Source: an optimization exercise on an open RTL-to-GDS flow (aim: small area, a short achievable clock period and few clock cycles per item). Production flows keep margins and buffers that such runs may drop.
RTL that was checked went through simulation tests only; none was proved equivalent to the original.
No activity file was given, so power comes from the tool's default toggle rates.

Setup of v43:
## wildcard_string_matcher_core
module wildcard_string_matcher_core #(
   parameter int MAX_PATTERN = 64
) (
   input  logic        clock,
   input  logic        reset,
   input  logic        req_tvalid,
   output logic        req_tready,
   input  logic [7:0]  req_tdata,    
   input  logic [1:0]  req_tuser,    
   output logic        rsp_tvalid,
   input  logic        rsp_tready,
   output logic [7:0]  rsp_tdata     
);
==> flow/config.mk <==
export PLATFORM = sky130hd
export DESIGN_NAME = wildcard_string_matcher_core
export DESIGN_NICKNAME = wildcard_string_matcher_core
export VERILOG_FILES = /design/flow/design.v
export SDC_FILE = /design/flow/constraint.sdc
export NUM_CORES = 4
export LEC_CHECK = 0
export CAP_MARGIN = 20
export CORE_MARGIN = 2
export CORE_UTILIZATION = 65
export CTS_BUF_LIST = sky130_fd_sc_hd__clkbuf_8
export CTS_CLUSTER_DIAMETER = 50
export CTS_CLUSTER_SIZE = 14
export SETUP_SLACK_MARGIN = 2.8
export SLEW_MARGIN = 20
==> flow/constraint.sdc <==
create_clock -name core_clock -period 5.0 [get_ports {clock}]
set_input_delay 1.0000 -clock core_clock [delete_from_list [all_inputs] [get_ports {clock}]]
set_output_delay 1.0000 -clock core_clock [all_outputs]
set_load 0.01 [all_outputs]
standard.sh (not shown) runs the stock make flow with config.mk's settings and CLKGATE_MAP_FILE= SYNTH_SCRIPT=/design/flow/synth_recipe.tcl, a recipe that flattens the netlist after the stock synthesis.
==> flow/flow/run.sh <==
#!/bin/bash
# The standard layout, with the port buffers that buffer_ports inserts made
# ordinary buffers (buf_4) instead of the cell it picks by default.
set -euo pipefail
export BUFFER_PORTS_ARGS="-buffer_cell sky130_fd_sc_hd__buf_4"
bash standard.sh > standard.log 2>&1
v43 finished end to end and its layout was clean on timing, DRC and antenna.
Testbench counts of v43, summed over its fixed seeds: cycles 9,989, items 5,396.
For v59, these inputs were changed with respect to v43:
Settings: SETUP_SLACK_MARGIN: 2.8 -> 2.5.
Results
- v59 | stages: all done | timing, DRC, antenna: all pass
- Of v59 and v43, it is v59 that has the lower count of clock-net buffers in the final layout.
- On minimum hold slack, v59 does worse than v43.
- Comparing v43 against v59, there is no change at all in non-clock inverter instance count of the final layout.
- Looking at slew at the pin with the worst max-slew slack, v59 sits above v43.
- v59 gives less final worst setup slack than v43 did.
- On via count: between v43 and v59, it ends up higher for v43.
Inputs modified between v59 and v29:
Settings: SETUP_SLACK_MARGIN now 2.9, was 2.5.
Results
- Summary: final area, v29 worse than v59
- v29 vs. v59: highest net fanout along the worst path -30; sequential share of power -0.4 points; peak supply drop +about 4.5%.
Setup changes, v29 to v57
Settings: swapping 2.9 for 2.7 in SETUP_SLACK_MARGIN.
==> comparison <==
Changes observed in v57 relative to v29: number of enable flip-flop cells after synthesis has remained practically unchanged, synthesis-to-layout area growth has decreased. Going from v29 to v57, sequential cell area share grows by 1.1 points. In v57, the global-route wire length before repair came out 3.2% below the value in v29. v57 -> v29: placed wire-length estimate after detailed placement flat. Compared with v29, v57 ends up with less cell area. Category of the critical setup timing path: flop to output port -> v29, input pin to flop -> v57. Re number of synthesized register bits: no difference whatsoever between v29 and v57.

wildcard_string_matcher_core again, from the RTL that the note above started with.
// wildcard_string_matcher_core
module wildcard_string_matcher_core #(
   parameter int MAX_PATTERN = 64
) (
   input  logic        clock,
   input  logic        reset,
   input  logic        req_tvalid,
   output logic        req_tready,
   input  logic [7:0]  req_tdata,    
   input  logic [1:0]  req_tuser,    
   output logic        rsp_tvalid,
   input  logic        rsp_tready,
   output logic [7:0]  rsp_tdata     
);
   localparam int N     = MAX_PATTERN;
   localparam int NS    = N + 1;          
   localparam int LEN_W = $clog2(N + 1);
   localparam int POS_W = $clog2(NS);
   localparam int PW1   = POS_W + 1;
   localparam int QD    = 5;              
   localparam int GRP   = 8;              
   localparam int NG    = (NS + GRP - 1) / GRP;
   localparam int CNT_W = $clog2(QD + 1);
   localparam int KLVL  = 3;                           
   localparam int RUN_K = 1 << KLVL;                   
   localparam int SLOW_PASSES = (N + RUN_K - 3) / (RUN_K - 1);   
  ...
==> flow/config.mk <==
export PLATFORM = sky130hd
export DESIGN_NAME = wildcard_string_matcher_core
export DESIGN_NICKNAME = wildcard_string_matcher_core
export VERILOG_FILES = /design/flow/design.v
export SDC_FILE = /design/flow/constraint.sdc
export NUM_CORES = 4
export LEC_CHECK = 0
export CAP_MARGIN = 20
export CORE_MARGIN = 2
export CORE_UTILIZATION = 65
export CTS_BUF_LIST = sky130_fd_sc_hd__clkbuf_8
export CTS_CLUSTER_DIAMETER = 50
export CTS_CLUSTER_SIZE = 14
export SETUP_SLACK_MARGIN = 3.1
export SLEW_MARGIN = 20
==> flow/constraint.sdc <==
create_clock -name core_clock -period 5.0 [get_ports {clock}]
set_input_delay 1.0000 -clock core_clock [delete_from_list [all_inputs] [get_ports {clock}]]
set_output_delay 1.0000 -clock core_clock [all_outputs]
set_load 0.01 [all_outputs]
Scripts as last shown in full above: flow/flow/run.sh
Testbench counts at the start, summed over its fixed seeds: cycles 9,989, items 5,396.
Change:
- CTS_BUF_LIST: sky130_fd_sc_hd__clkbuf_8 -> sky130_fd_sc_hd__clkbuf_16
- CTS_CLUSTER_DIAMETER: 50 -> 80
- CTS_CLUSTER_SIZE: 14 -> 24
- SETUP_SLACK_MARGIN: 3.1 -> 2.8
What happened:
- power fell by 7.6%
- synthesized area does not change
- core utilization fell by 7.3 points
- cell count fell by 3.4%
- global-route usage fell by 2.7 points
- combinational power fell by 28%
- non-clock buffer count fell by 76
Change:
- CORE_UTILIZATION: 65 -> 75
- CTS_BUF_LIST: sky130_fd_sc_hd__clkbuf_16 -> sky130_fd_sc_hd__clkbuf_8
- CTS_CLUSTER_DIAMETER: 80 -> 50
- CTS_CLUSTER_SIZE: 24 -> 14
What happened: Wire length rises by 3.2%. Area after synthesis stays the same. Count of clock-buffer cells in the layout rises by 31. Sequential share of layout area rises by 0.42 points. Die area falls by 13%. Utilization rises by 9.8 points. Worst setup slack loses 15 ps. Via count rises by 3.9%. Sequential cell count is unchanged. Power barely changes. First-iteration DRC count rises by 26%.

== the reference run ==
wildcard_string_matcher_core, a different RTL version from the one above (not shown whole).
For scale: about 3100 cells after synthesis, about 24 I/O pins.
export LEC_CHECK = 0
export CAP_MARGIN = 20
export CORE_MARGIN = 2
export CORE_UTILIZATION = 65
export CTS_BUF_LIST = sky130_fd_sc_hd__clkbuf_8
export CTS_CLUSTER_DIAMETER = 60
export CTS_CLUSTER_SIZE = 20
export SETUP_SLACK_MARGIN = 2.5
export SLEW_MARGIN = 20
create_clock -name core_clock -period 5.0 [get_ports {clock}]
Scripts as last shown in full above: flow/flow/run.sh
Input-level comparison between the trial run and the reference run:
==> flow/run.sh (new file) <==
#!/bin/bash
# synth_recipe.tcl (not shown) runs the flow's synth.tcl, then flattens the netlist and writes it again
# the make line also repeats each setting of config.mk as NAME=value (left out here)
make -C /OpenROAD-flow-scripts/flow DESIGN_CONFIG=/design/flow/config.mk WORK_HOME=/design/flow/orfs CLKGATE_MAP_FILE= SYNTH_SCRIPT=/design/flow/synth_recipe.tcl finish
removed: flow/flow/run.sh
removed: flow/standard.sh
## What came out
- For number of multi-input combinational cells in the layout, the trial run and the reference run come out practically identical.
- Routed wire in the trial run totals less than in the reference run.
- | leakage power figure | higher: the trial run |
- Summary of the trial run over the reference run: ratio of final minimum period to clock period higher, transition time at the pin with the least slew margin now smaller, non-clock buffer count picked up an extra 25%.
- Total power consumption of the routed design: the trial run worse than the reference run
- Reported for the trial run and the reference run, H-tree level count turned out identical to the last digit.
- Between the reference run and the trial run, total power divided by cell area increased.
- Hold slack delta for the trial run relative to the reference run: 0.016 ns higher
- Looking at combinational group share of total power across the trial run and the reference run, the one that comes out higher is the trial run.
No run of this note included a check of the RTL's function; only the layout flow was run.

wildcard_string_matcher_core, a different RTL version from the one above (not shown whole).
Size: about 760 flip-flops, ~24 I/O pins, about 0.031 mm² of cells after synthesis.
clock: 5.0 ns
lec_check: 0
cap_margin: 20
core_margin: 2
core_utilization: 65
setup_slack_margin: 2.5
slew_margin: 20
run.sh (not shown) runs the stock make flow with config.mk's settings and CLKGATE_MAP_FILE= SYNTH_SCRIPT=/design/flow/synth_recipe.tcl, a recipe that flattens the netlist after the stock synthesis.
Stock flow here: none of the scripts above is used.
The starting point passed the timing, DRC and antenna checks.
Testbench counts at the start, summed over its fixed seeds: cycles 9,983, items 5,396.
==> next run, changes <==
SETUP_SLACK_MARGIN = 2.9   (was 2.5)
What happened: Total power increases by 13%. Non-clock buffer count increases by 136. Maximum frequency increases by 4.0%. Cell area increases by 12%. Sequential cell count stays the same. Worst setup slack is better by 0.094 ns. Via count increases by 9.6%.

Another version of the RTL of wildcard_string_matcher_core (not shown whole).
For scale: roughly 2700 cells after synthesis, about 680 flip-flops, about 24 I/O pins, roughly 32000 sq um of cells after synthesis.
make LEC_CHECK=0 CAP_MARGIN=20 CORE_MARGIN=2 CORE_UTILIZATION=40 SETUP_SLACK_MARGIN=2.2 SLEW_MARGIN=20 finish   # period 5.0 ns
Rerun with:
- CORE_UTILIZATION: 40 -> 65
- SETUP_SLACK_MARGIN: 2.2 -> 2.5
Hold slack gets worse by 0.010 ns; wire length decreases by 2.2%; register-to-register slack gets worse by 0.03 ns; power decreases by 1.5%; combinational power increases by about 2%; sequential share of layout area barely changes; synthesized area does not change; worst setup slack gets worse by 0.031 ns; utilization increases by 30 points; die area decreases by 38%.
Rerun with:
- CORE_UTILIZATION: 65 -> 40
- SETUP_SLACK_MARGIN: 2.5 -> 2.7
=> Area after synthesis is unchanged. Core utilization came out lower by 30 points. Via count came out lower by 1.3%. Critical path depth came out higher by 1. Setup slack is better by 0.027 ns. Total power came out higher by 3.3%. Final cell count came out higher by 10%. Clock power came out higher by 7.3%. Fmax came out higher by 0.88%.
No run of this note included a check of the RTL's function; only the layout flow was run.

## job 101
wildcard_string_matcher_core, a different RTL version from the one above (not shown whole).
Size: about 3000 cells after synthesis, about 750 flip-flops.
make LEC_CHECK=0 CAP_MARGIN=20 CORE_MARGIN=2 CORE_UTILIZATION=65 SETUP_SLACK_MARGIN=2.5 SLEW_MARGIN=20 finish   # period 5.0 ns
Job 101 | stages: all done | timing, DRC, antenna: all pass
Edits applied to the flow inputs when going from job 101 to job 102:
# job 101
export LEC_CHECK = 0
export CAP_MARGIN = 20
export CORE_MARGIN = 2
export CORE_UTILIZATION = 65
export SETUP_SLACK_MARGIN = 2.5
export SLEW_MARGIN = 20
create_clock -name core_clock -period 5.0 [get_ports {clock}]
# job 102
export LEC_CHECK = 0
export CAP_MARGIN = 20
export CORE_MARGIN = 2
export CORE_UTILIZATION = 65
export SETUP_SLACK_MARGIN = 2.8
export SLEW_MARGIN = 20
create_clock -name core_clock -period 5.0 [get_ports {clock}]
Results
- Diff job 102..job 101 | switching part of the total | negligible
- Diff job 101..job 102 | number of buffers inserted during clock tree synthesis | unchanged
- Job 102 — mean number of vias per cell 0.46% higher, job 101 as reference
- Compared with job 101, in job 102 pre-CTS worst setup slack went up; power consumption went down; maximum number of pins on one net before global-route repair went up; final instance area went up.
- Delta (job 102 minus job 101): number of nets with antenna violations after routing ~0 delta, final critical path time including I/O delays and setup -0.15 ns.
- Global-route usage delta for job 102 relative to job 101: 1.0 points higher
- Cmp job 102 vs job 101: sequential share of layout area lower in job 102
- The highest-delay cell along the critical path comes out sky130_fd_sc_hd__clkdlybuf4s50_1 in one run and sky130_fd_sc_hd__mux4_2 in the other, namely in job 101 and job 102 respectively.
Function was not checked in any run of this note: the RTL went through the layout flow alone.

==> separate check: timing with driven ports <==
Ports are ideal in the flow. The routed layouts listed here were re-timed in OpenROAD.
Step 1, drivers: a clkbuf_16 drives clock and a buf_2 each remaining input, both assumed.
Step 2 adds t to the input delays and takes it off the output delays; t is the mean of the earliest and latest rising clock arrival at the registers after step 1. Input paths then give back, and output paths get back, about the clock's delay inside the block.
Slacks: ideal / step 1 / step 2; pairs: ideal / step 1.
| run | shift t [ns] | slack for setup (ns) | hold WS [ns] |
|---|---|---|---|
| v43 | 0.730 | 2.812 / 2.757 / 2.131 | 0.333 / 0.333 / 0.333 |
| v59 | 0.738 | 2.593 / 2.595 / 1.888 | 0.329 / 0.329 / 0.329 |
| v29 | 0.742 | 2.791 / 2.735 / 2.229 | 0.325 / 0.325 / 0.325 |
| v57 | 0.732 | 2.734 / 2.728 / 2.040 | 0.335 / 0.335 / 0.335 |
| the first run of note 2 | 0.730 | 2.783 / 2.726 / 2.165 | 0.313 / 0.313 / 0.313 |
| the second run of note 2 | 0.651 | 2.767 / 2.767 / 2.219 | 0.333 / 0.333 / 0.333 |
| the third run of note 2 | 0.730 | 2.752 / 2.752 / 2.091 | 0.331 / 0.331 / 0.331 |
| the reference run | 0.740 | 2.559 / 2.571 / 1.852 | 0.318 / 0.318 / 0.318 |
| the trial run | 0.726 | 2.521 / 2.553 / 1.827 | 0.334 / 0.334 / 0.334 |
| the first run of note 4 | 0.681 | 2.522 / 2.564 / 1.883 | 0.367 / 0.367 / 0.367 |
| the second run of note 4 | 0.673 | 2.616 / 2.616 / 2.233 | 0.360 / 0.360 / 0.360 |
| the first run of note 5 | 0.683 | 1.915 / 1.915 / 1.568 | 0.402 / 0.402 / 0.402 |
| the second run of note 5 | 0.669 | 1.884 / 1.884 / 1.882 | 0.392 / 0.392 / 0.392 |
| the third run of note 5 | 0.686 | 1.911 / 1.911 / 1.873 | 0.365 / 0.365 / 0.365 |
| job 101 | 0.676 | 2.467 / 2.499 / 1.823 | 0.423 / 0.423 / 0.423 |
| job 102 | 0.675 | 2.618 / 2.618 / 2.207 | 0.368 / 0.368 / 0.368 |
After both steps every run listed still meets setup and hold. For the reference run, which loses most, drivers alone change the setup slack by +0.012 ns; drivers and shift together by -0.707 ns.
